Background: an optimization exercise with open tools, aiming at small area and a short achievable clock period. Do not read the settings as production practice.
At most, simulation tests tie the RTL to the original design; equivalence was not proved.
No activity file was given, so power comes from the tool's default toggle rates.

==> module btb_sat, before the edit <==
module btb_sat #(
   parameter int ENTRIES  = 8,
   parameter int IDX_W    = 3,
   parameter int PC_W     = 32,
   parameter int CNT_W    = 2,
   parameter int CNT_INIT = 2
) (
   input  logic            clk,
   input  logic            reset,
   input  logic [PC_W-1:0] pc_in,
   output logic            hit,
   output logic            token,
   output logic [PC_W-1:0] next_pc_out,
   input  logic            is_req_pc,
   input  logic [PC_W-1:0] req_pc,
   input  logic [PC_W-1:0] predict_target,
   input  logic            req_taken,
   input  logic            flush
);
   logic [PC_W-1:0]  tag    [ENTRIES];
   logic [PC_W-1:0]  target [ENTRIES];
   logic [CNT_W-1:0] cnt    [ENTRIES];
   logic [IDX_W-1:0] ptr;
   logic             full;
   logic [ENTRIES-1:0] valid;
   logic [ENTRIES-1:0] f_match;
   logic [ENTRIES-1:0] f_sel;
   logic [ENTRIES-1:0] u_match;
   logic               u_hit;
   logic               alloc;
   logic [PC_W-1:0]    f_target;
   always_comb begin
      for (int i = 0; i < ENTRIES; i++) begin
         valid[i]   = full || (ptr > IDX_W'(i));
         f_match[i] = valid[i] && (tag[i] == pc_in);
         f_sel[i]   = f_match[i] && cnt[i][CNT_W-1];
         u_match[i] = valid[i] && (tag[i] == req_pc);
      end
   end
   assign u_hit = |u_match;
   assign alloc = is_req_pc && req_taken && !u_hit;
   always_comb begin
      f_target = '0;
      for (int i = 0; i < ENTRIES; i++) begin
         f_target = f_target | ({PC_W{f_sel[i]}} & target[i]);
      end
   end
   assign hit         = |f_match;
   assign token       = |f_sel;
   assign next_pc_out = token ? f_target : pc_in;
   always_ff @(posedge clk) begin
      if (reset || flush) begin
         ptr  <= '0;
         full <= 1'b0;
      end else if (alloc) begin
         ptr <= ptr + IDX_W'(1);
         if (ptr == IDX_W'(ENTRIES - 1)) begin
            full <= 1'b1;
         end
      end
   end
   always_ff @(posedge clk) begin
      for (int i = 0; i < ENTRIES; i++) begin
         if (is_req_pc) begin
            if (u_match[i]) begin
               if (req_taken) begin
                  tag[i]    <= req_pc;
                  target[i] <= predict_target;
                  if (cnt[i] != '1) cnt[i] <= cnt[i] + CNT_W'(1);
               end else begin
                  if (cnt[i] != '0) cnt[i] <= cnt[i] - CNT_W'(1);
               end
            end else if (alloc && ptr == IDX_W'(i)) begin
               tag[i]    <= req_pc;
               target[i] <= predict_target;
               cnt[i]    <= CNT_W'(CNT_INIT);
            end
         end
      end
   end
endmodule
export LEC_CHECK = 0
export ABC_CLOCK_PERIOD_IN_PS = 4000
export CAP_MARGIN = 20
export CORE_MARGIN = 2
export CORE_UTILIZATION = 65
export SETUP_SLACK_MARGIN = 2.5
export SLEW_MARGIN = 20
create_clock -name core_clock -period 8.0 [get_ports {clk}]
standard.sh (not shown) runs the stock make flow with config.mk's settings and CLKGATE_MAP_FILE= SYNTH_SCRIPT=/design/flow/synth_recipe.tcl, a recipe that flattens the netlist after the stock synthesis.
==> flow/flow/run.sh <==
#!/bin/bash
set -euo pipefail
export BUFFER_PORTS_ARGS="-buffer_cell sky130_fd_sc_hd__buf_2"
export CTS_ARGS="-sink_clustering_enable -repair_clock_nets -dont_use_dummy_load -sink_clustering_size 25 -sink_clustering_max_diameter 90"
PLATFORM_DONT_USE="sky130_fd_sc_hd__probe_p_8 sky130_fd_sc_hd__probec_p_8 sky130_fd_sc_hd__lpflow_bleeder_1 sky130_fd_sc_hd__lpflow_clkbufkapwr_1 sky130_fd_sc_hd__lpflow_clkbufkapwr_16 sky130_fd_sc_hd__lpflow_clkbufkapwr_2 sky130_fd_sc_hd__lpflow_clkbufkapwr_4 sky130_fd_sc_hd__lpflow_clkbufkapwr_8 sky130_fd_sc_hd__lpflow_clkinvkapwr_1 sky130_fd_sc_hd__lpflow_clkinvkapwr_16 sky130_fd_sc_hd__lpflow_clkinvkapwr_2 sky130_fd_sc_hd__lpflow_clkinvkapwr_4 sky130_fd_sc_hd__lpflow_clkinvkapwr_8 sky130_fd_sc_hd__lpflow_decapkapwr_12 sky130_fd_sc_hd__lpflow_decapkapwr_3 sky130_fd_sc_hd__lpflow_decapkapwr_4 sky130_fd_sc_hd__lpflow_decapkapwr_6 sky130_fd_sc_hd__lpflow_decapkapwr_8 sky130_fd_sc_hd__lpflow_inputiso0n_1 sky130_fd_sc_hd__lpflow_inputiso0p_1 sky130_fd_sc_hd__lpflow_inputiso1n_1 sky130_fd_sc_hd__lpflow_inputiso1p_1 sky130_fd_sc_hd__lpflow_inputisolatch_1 sky130_fd_sc_hd__lpflow_isobufsrc_1 sky130_fd_sc_hd__lpflow_isobufsrc_16 sky130_fd_sc_hd__lpflow_isobufsrc_2 sky130_fd_sc_hd__lpflow_isobufsrc_4 sky130_fd_sc_hd__lpflow_isobufsrc_8 sky130_fd_sc_hd__lpflow_isobufsrckapwr_16 sky130_fd_sc_hd__lpflow_lsbuf_lh_hl_isowell_tap_1 sky130_fd_sc_hd__lpflow_lsbuf_lh_hl_isowell_tap_2 sky130_fd_sc_hd__lpflow_lsbuf_lh_hl_isowell_tap_4 sky130_fd_sc_hd__lpflow_lsbuf_lh_isowell_4 sky130_fd_sc_hd__lpflow_lsbuf_lh_isowell_tap_1 sky130_fd_sc_hd__lpflow_lsbuf_lh_isowell_tap_2 sky130_fd_sc_hd__lpflow_lsbuf_lh_isowell_tap_4"
EXTRA_DONT_USE="sky130_fd_sc_hd__nor4_1 sky130_fd_sc_hd__nor4_2 sky130_fd_sc_hd__nor4_4 sky130_fd_sc_hd__nor4b_1 sky130_fd_sc_hd__nor4b_2 sky130_fd_sc_hd__nor4b_4 sky130_fd_sc_hd__nor4bb_1 sky130_fd_sc_hd__nor4bb_2 sky130_fd_sc_hd__nor4bb_4"
export GLOBAL_PLACEMENT_ARGS="-timing_driven_net_weight_max 5 -timing_driven_nets_percentage 20"
bash standard.sh "DONT_USE_CELLS=$PLATFORM_DONT_USE $EXTRA_DONT_USE" finish > standard.log 2>&1
==> next run, changes <==
--- a/flow/design.v
+++ b/flow/design.v
@@ -19,5 +19,5 @@
 );
    logic [PC_W-1:0]  tag    [ENTRIES];
-   logic [PC_W-1:0]  target [ENTRIES];
+   logic [PC_W-1:0]  tdiff  [ENTRIES];   
    logic [CNT_W-1:0] cnt    [ENTRIES];
    logic [IDX_W-1:0] ptr;
@@ -29,5 +29,6 @@
    logic               u_hit;
    logic               alloc;
-   logic [PC_W-1:0]    f_target;
+   logic [PC_W-1:0]    f_tdiff;
+   logic [PC_W-1:0]    new_tdiff;
    always_comb begin
       for (int i = 0; i < ENTRIES; i++) begin
@@ -41,12 +42,13 @@
    assign alloc = is_req_pc && req_taken && !u_hit;
    always_comb begin
-      f_target = '0;
+      f_tdiff = '0;
       for (int i = 0; i < ENTRIES; i++) begin
-         f_target = f_target | ({PC_W{f_sel[i]}} & target[i]);
+         f_tdiff = f_tdiff | ({PC_W{f_sel[i]}} & tdiff[i]);
       end
    end
    assign hit         = |f_match;
    assign token       = |f_sel;
-   assign next_pc_out = token ? f_target : pc_in;
+   assign next_pc_out = pc_in ^ f_tdiff;
+   assign new_tdiff   = predict_target ^ req_pc;
    always_ff @(posedge clk) begin
       if (reset || flush) begin
@@ -66,5 +68,5 @@
                if (req_taken) begin
                   tag[i]    <= req_pc;
-                  target[i] <= predict_target;
+                  tdiff[i]  <= new_tdiff;
                   if (cnt[i] != '1) cnt[i] <= cnt[i] + CNT_W'(1);
                end else begin
@@ -73,5 +75,5 @@
             end else if (alloc && ptr == IDX_W'(i)) begin
                tag[i]    <= req_pc;
-               target[i] <= predict_target;
+               tdiff[i]  <= new_tdiff;
                cnt[i]    <= CNT_W'(CNT_INIT);
             end
The changed run produced a clean layout.
Fmax is lower by 2.9%.
Wire length is lower by 3.9%.
Register-to-register slack got worse by 0.66 ns.
Clock power barely changes.
Total power is higher by 1.6%.
Design area is higher by 3.0%.
Hold slack barely changes.
Combinational power is higher by 11%.
Function not checked in the second run of this note: the RTL went through the layout flow alone.

==> static timing again, ports no longer ideal <==
No port has a modelled driver above. Below, the same layouts with a new extraction and two added sets of constraints.
Step 1: set_driving_cell puts a clkbuf_16 on clk and a buf_2 on each other input, an assumption about the parent block.
Step 2 adds t to the input delays and takes it off the output delays; t is the mean of the earliest and latest rising clock arrival at the registers after step 1. Input paths then give back, and output paths get back, about the clock's delay inside the block.
a / b / c = ideal / step 1 / step 2; a / b = the first two.
run	t (ns)	setup slack, ns	worst register clock-pin slew, ns	worst slew at a driven data input, ns	cell pins on the clock port's net
the first run	0.635	2.496 / 2.457 / 2.194	0.11 / 0.11	0.08	1
the second run	0.645	2.329 / 2.260 / 1.992	0.11 / 0.11	0.10	1
After both steps setup and hold are still met in every run listed. The setup slack of the second run, which loses most, moves by -0.069 ns with the drivers and by -0.337 ns with both steps.
